Context: an optimization exercise on an open-source flow, tuned for small area, a short achievable clock period and few clock cycles per item. The choices shown serve that exercise and are no tape-out recipe. In this exercise RTL edits were held to simulation tests only and were not proved equivalent to the original.

==> v16 <==
==> flow/design.v (excerpt) <==
module speed_ramp_generator_unit
#(
   parameter int TIME_SCALE = srg_pkg::TIME_SCALE_DEFAULT
) (
   input  wire logic                  clock,
   input  wire logic                  reset,
   input  wire logic                  req_tvalid,
   output logic                       req_tready,
   input  wire logic [63:0]           req_tdata,    
   input  wire logic [srg_pkg::CMD_W-1:0]      req_tuser,    
   output logic                       rsp_tvalid,
   input  wire logic                  rsp_tready,
   output logic [srg_pkg::DATA_W-1:0]          rsp_tdata,    
   output logic [3:0]                 rsp_tuser,    
   input  wire logic                  csr_psel,
   input  wire logic                  csr_penable,
   input  wire logic                  csr_pwrite,
   input  wire logic [srg_pkg::CSR_ADDR_W-1:0] csr_paddr,
   input  wire logic [srg_pkg::DATA_W-1:0]     csr_pwdata,
   output logic [srg_pkg::DATA_W-1:0]          csr_prdata,
   output logic                       csr_pready
);
==> flow/config.mk <==
export PLATFORM = sky130hd
export DESIGN_NAME = speed_ramp_generator_unit
export DESIGN_NICKNAME = speed_ramp_generator_unit
export VERILOG_FILES = /design/flow/design.v
export SDC_FILE = /design/flow/constraint.sdc
export NUM_CORES = 4
export LEC_CHECK = 0
export CAP_MARGIN = 20
export CORE_MARGIN = 2
export CORE_UTILIZATION = 60
export SETUP_SLACK_MARGIN = 5
export SLEW_MARGIN = 20
==> flow/constraint.sdc <==
create_clock -name core_clock -period 12.0 [get_ports {clock}]
set_input_delay 2.4000 -clock core_clock [delete_from_list [all_inputs] [get_ports {clock}]]
set_output_delay 2.4000 -clock core_clock [all_outputs]
set_load 0.01 [all_outputs]
run.sh (not shown) runs the stock make flow with config.mk's settings and CLKGATE_MAP_FILE= SYNTH_SCRIPT=/design/flow/synth_recipe.tcl, a recipe that flattens the netlist after the stock synthesis.
==> v15 (differences from v16) <==
--- a/flow/design.v
+++ b/flow/design.v
@@ -2446,15 +2446,18 @@
    logic [DATA_W-1:0] start_time_ff;
    logic              stall, hazard, accept, pend;
    logic [2:0]        cmd_in;
    logic [DATA_W-1:0] ts_in, ns_in, elapsed_raw;
    logic              f_apply;
+   logic              pb_ff, resolve, pb_apply;
+   logic [DATA_W-1:0] pbts_ff, st_eff;
+   logic [1:0]        fm_eff;
    logic              s1_v, s2_v, s3_v, s4_v;
    logic              s1_risky, s2_risky, s3_risky, s4_risky;   
    logic [2:0]        s1_cmd, s2_cmd, s3_cmd, s4_cmd;
    logic              s1_late, s2_late, s3_late, s4_late;
-   logic              s1_brk;
+   logic              s1_brk, s1_zero;
    logic [30:0]       s1_x;           
    logic              s1_x31, s2_x31, s3_x31;  
    logic [62:0]       s2_ms, s2_mc;   
    logic [37:0]       s3_e0, s3_e1;   
    logic [30:0]       s3_plo;         
@@ -2472,37 +2475,58 @@
    assign cmd_in     = req_tuser;
    assign ts_in      = req_tdata[31:0];
    assign ns_in      = req_tdata[63:32];
    assign pend       = (s1_v && s1_risky) || (s2_v && s2_risky) || (s3_v && s3_risky) ||
                        (s4_v && s4_risky);
-   assign hazard     = (cmd_in == CMD_BEGIN) && fmode_ff[1] && pend;
+   assign hazard     = pb_ff && pend;
+   assign resolve    = pb_ff && !pend;
+   assign pb_apply   = resolve && (fmode_ff == F_IDLE);
+   assign fm_eff     = pb_apply ? F_SC : fmode_ff;
+   assign st_eff     = pb_apply ? pbts_ff : start_time_ff;
    assign req_tready = !stall && !hazard;
    assign accept     = req_tvalid && req_tready;
-   assign elapsed_raw = ts_in - start_time_ff;
+   assign elapsed_raw = ts_in - st_eff;
    always_comb begin
       unique case (cmd_in)
-         CMD_BEGIN:                    f_apply = (fmode_ff == F_IDLE);
-         CMD_END, CMD_BRAKE, CMD_GOAL: f_apply = (fmode_ff == F_SC);
+         CMD_BEGIN:                    f_apply = (fm_eff == F_IDLE);
+         CMD_END, CMD_BRAKE, CMD_GOAL: f_apply = (fm_eff == F_SC);
          default:                      f_apply = 1'b0;
       endcase
    end
    always_ff @(posedge clock) begin
       if (reset) begin
          fmode_ff      <= F_IDLE;
          start_time_ff <= '0;
+         pb_ff         <= 1'b0;
       end else begin
-         if (accept && f_apply) begin
-            start_time_ff <= ts_in;
+         if (commit && (s4_cmd == CMD_UPDATE) && done &&
+             ((mode_ff == MODE_ENDING) || (mode_ff == MODE_BRAKE))) begin
+            fmode_ff <= F_IDLE;
+         end else if (accept && f_apply) begin
             unique case (cmd_in)
                CMD_END:   fmode_ff <= F_END;
                CMD_BRAKE: fmode_ff <= F_BRK;
                default:   fmode_ff <= F_SC;
             endcase
-         end else if (commit && (s4_cmd == CMD_UPDATE) && done &&
-                      ((mode_ff == MODE_ENDING) || (mode_ff == MODE_BRAKE))) begin
-            fmode_ff <= F_IDLE;
+         end else begin
+            fmode_ff <= fm_eff;
          end
+         if (accept && f_apply) begin
+            start_time_ff <= ts_in;
+         end else begin
+            start_time_ff <= st_eff;
+         end
+         if (accept && (cmd_in == CMD_BEGIN) && fm_eff[1] && pend) begin
+            pb_ff <= 1'b1;
+         end else if (resolve) begin
+            pb_ff <= 1'b0;
+         end
+      end
+   end
+   always_ff @(posedge clock) begin
+      if (accept) begin
+         pbts_ff <= ts_in;
       end
    end
    always_ff @(posedge clock) begin
       if (reset) begin
          s1_v <= 1'b0;
@@ -2517,18 +2541,19 @@
       end
    end
    always_ff @(posedge clock) begin
       if (!stall) begin
          s1_cmd   <= cmd_in;
-         s1_risky <= (cmd_in == CMD_UPDATE) && fmode_ff[1];
+         s1_risky <= (cmd_in == CMD_UPDATE) && fm_eff[1];
          s1_late  <= elapsed_raw[DATA_W-1];
-         s1_brk   <= (fmode_ff == F_BRK);
+         s1_zero  <= elapsed_raw[DATA_W-1] && (cmd_in != CMD_GOAL);
+         s1_brk   <= (fm_eff == F_BRK);
          s1_x31   <= ns_in[31];
          if (cmd_in == CMD_GOAL) begin
             s1_x <= ns_in[30:0];
          end else begin
-            s1_x <= elapsed_raw[DATA_W-1] ? '0 : elapsed_raw[ELAPSED_W-1:0];
+            s1_x <= elapsed_raw[ELAPSED_W-1:0];    
          end
       end
    end
    logic [DATA_W-1:0] rate_op;
    logic [62:0]       ms, mc;
@@ -2539,11 +2564,11 @@
          rate_op = s1_brk ? brake_rate_ff : ramp_rate_ff;
       end
    end
    srg_mul_cs u_mul (
       .a(rate_op),
-      .b(s1_x),
+      .b(s1_x & ~{31{s1_zero}}),
       .s(ms),
       .c(mc)
    );
    always_ff @(posedge clock) begin
       if (!stall) begin
@@ -2591,24 +2616,29 @@
          s4_late  <= s3_late;
          s4_cap   <= s3_cap;
          s4_fix   <= fix;
          s4_q     <= (s3_cmd == CMD_GOAL) ? {2'b00, s3_x31, s3_plo} : est[37:4];
          s4_setss <= s3_setss;
+         s4_goal  <= (s3_cmd == CMD_GOAL);
          s4_slope <= s3_slope;
       end
    end
    logic [MODE_W-1:0] m4n;
-   logic              m4n_sc, s3_setss, s3_slope, s4_setss, s4_slope;
+   logic              m4n_sc, s3_setss, s3_slope, s4_setss, s4_slope, s4_goal;
    always_comb begin
       m4n = mode_ff;
       if (s4_v) begin
          unique case (s4_cmd)
             CMD_BEGIN: if (mode_ff == MODE_IDLE) m4n = MODE_SLOPE;
             CMD_END:   if ((mode_ff == MODE_SLOPE) || (mode_ff == MODE_CONSTANT)) m4n = MODE_ENDING;
             CMD_BRAKE: if ((mode_ff == MODE_SLOPE) || (mode_ff == MODE_CONSTANT)) m4n = MODE_BRAKE;
             CMD_GOAL:  if ((mode_ff == MODE_SLOPE) || (mode_ff == MODE_CONSTANT)) m4n = MODE_SLOPE;
             default: begin
+               if ((s4_cmd == CMD_UPDATE) && done &&
+                   ((mode_ff == MODE_ENDING) || (mode_ff == MODE_BRAKE))) begin
+                  m4n = MODE_IDLE;
+               end
             end
          endcase
       end
       m4n_sc = (m4n == MODE_SLOPE) || (m4n == MODE_CONSTANT);
       unique case (s3_cmd)
@@ -2628,31 +2658,31 @@
             s3_setss = 1'b0;
             s3_slope = (m4n == MODE_SLOPE);
          end
       endcase
    end
-   logic [33:0] step;
+   logic [DATA_W-1:0] fix_w;
    logic [DATA_W-1:0] v_up, v_dn;
-   logic [35:0] dsel_ff, d_up_n, d_dn_n, d_sl_n, dsel_n;
+   logic [35:0] dsel_ff, dsel_n, d_up_n, d_dn_n;
+   logic [DATA_W-1:0] d_b;
    logic        up_ff, ramp, up_n, slope_n;
    logic [DATA_W-1:0] ss_n, g_n;
    assign ss_n    = (s4_v && s4_setss) ? speed_ff : start_speed_ff;
-   assign g_n     = (s4_v && (s4_cmd == CMD_GOAL)) ? s4_q[DATA_W-1:0] : goal_ff;
+   assign g_n     = (s4_v && s4_goal) ? s4_q[DATA_W-1:0] : goal_ff;
    assign slope_n = s4_v ? s4_slope : (mode_ff == MODE_SLOPE);
    assign up_n   = g_n > ss_n;
+   assign d_b    = slope_n ? g_n : '0;
    assign d_up_n = 36'(g_n) + {4'hF, ~ss_n} + {4'hF, ~tolerance_ff} + 36'd2;
-   assign d_dn_n = 36'(ss_n) + {4'hF, ~g_n} + {4'hF, ~tolerance_ff} + 36'd2;
-   assign d_sl_n = up_n ? d_up_n : d_dn_n;
-   assign dsel_n = slope_n ? d_sl_n : (36'(ss_n) - 36'(tolerance_ff));
+   assign d_dn_n = 36'(ss_n) + {4'hF, ~d_b} + {4'hF, ~tolerance_ff} + 36'd2;
+   assign dsel_n = (slope_n && up_n) ? d_up_n : d_dn_n;
    always_ff @(posedge clock) begin
       dsel_ff <= dsel_n;
       up_ff   <= up_n;
    end
    logic [35:0] x;
    logic        x_pos, x_big;
    assign ramp   = !dsel_ff[35] && (dsel_ff != 36'd0);
-   assign step   = s4_cap ? 34'h2_0000_0000 : (s4_q + {{32{s4_fix[1] & s4_fix[0]}}, s4_fix});
    assign x      = 36'(s4_q) - dsel_ff;
    assign x_pos  = !x[35] && (x[34:0] != 35'd0);       
    assign x_big  = !x[35] && (x[34:1] != 34'd0);       
    always_comb begin
       unique case (s4_fix)
@@ -2661,12 +2691,13 @@
          2'b01:   done = !x[35];                       
          default: done = !x[35] || (x == '1);          
       endcase
       done = done || s4_cap;                           
    end
-   assign v_up   = start_speed_ff + step[DATA_W-1:0];
-   assign v_dn   = start_speed_ff - step[DATA_W-1:0];
+   assign fix_w  = {{30{s4_fix[1] & s4_fix[0]}}, s4_fix};
+   assign v_up   = start_speed_ff + s4_q[DATA_W-1:0] + fix_w;
+   assign v_dn   = start_speed_ff + ~s4_q[DATA_W-1:0] + ~fix_w + 32'd2;
    assign commit = s4_v && !stall;
    always_comb begin
       mode_in        = mode_ff;
       speed_in       = speed_ff;
       start_speed_in = start_speed_ff;
==> flow/flow/run.sh (new file) <==
#!/bin/bash
set -euo pipefail
bash standard.sh SETUP_SLACK_MARGIN=6 finish > flow_make.log 2>&1
==> flow/standard.sh (new file) <==
#!/bin/bash
# synth_recipe.tcl (not shown) runs the flow's synth.tcl, then flattens the netlist and writes it again
# the make line also repeats each setting of config.mk as NAME=value (left out here)
make -C /OpenROAD-flow-scripts/flow DESIGN_CONFIG=/design/flow/config.mk WORK_HOME=/design/flow/orfs CLKGATE_MAP_FILE= SYNTH_SCRIPT=/design/flow/synth_recipe.tcl "${@:-finish}"
Settings changed: CORE_UTILIZATION 60 to 40, SETUP_SLACK_MARGIN 5 to not set.
removed: flow/run.sh
==> summary.md <==
| Metric | Value |
|---|---|
| Met3 usage | `4.165%` |
| Starting density of the core | `40.24%` |
| Vias in the first global route | `59.91k` |
| N_taps | `2355` |
| Worst setup path startpoint | `csr_paddr[2]` |
| Post-synthesis adder-cell area fraction | `29.98%` |
| Syn avg cell area | `9.213 sq um` |
| Outcome | `timing/DRC/antenna clean` |
| Buffering overhead | `4.345%` |
That was v15.
==> summary.md <==
| Metric | Value |
|---|---|
| Outcome | `timing/DRC/antenna clean` |
| Met3 usage | `10.14%` |
| Syn avg cell area | `8.995 sq um` |
| Most frequent cell after synthesis | `inv_1` |
| Post-synthesis adder-cell area fraction | `29.60%` |
| Starting density of the core | `60.38%` |
| N_taps | `1625` |
| Buffering overhead | `3.657%` |
That was v16.
Testbench counts of v16, summed over its fixed seeds: cycles 11,407, items 9,924.
Testbench counts of v15, summed over its fixed seeds: cycles 11,058, items 9,924.

## port drivers added, routing unchanged
The results above use ideal ports. As a check the final layouts listed here were re-extracted and re-timed, cells and wires unchanged. Step 1 (the two cells are an assumption about what drives the block):
set clk [get_ports {clock}]
set_driving_cell -lib_cell sky130_fd_sc_hd__clkbuf_16 $clk
set_driving_cell -lib_cell sky130_fd_sc_hd__buf_2 [delete_from_list [all_inputs] $clk]
Step 2 moves the port delays by t, midway between the first and last clock arrival at a register: inputs arrive t later, outputs are due t later. That takes back most of the time a late clock gives input paths. Three values: no drivers, after step 1, after step 2; two values: the first two.
run | t (ns) | slack for setup (ns) | clock arrival spread, ns | slew at the worst register clock pin (ns)
v16 | 0.770 | 5.015 / 4.992 / 4.992 | 0.049 / 0.049 | 0.07 / 0.07
v15 | 0.770 | 6.029 / 6.010 / 5.433 | 0.037 / 0.037 | 0.07 / 0.07
After both steps every run listed still meets setup and hold. The setup slack of v15, which loses most, moves by -0.019 ns with the drivers and by -0.596 ns with both steps.
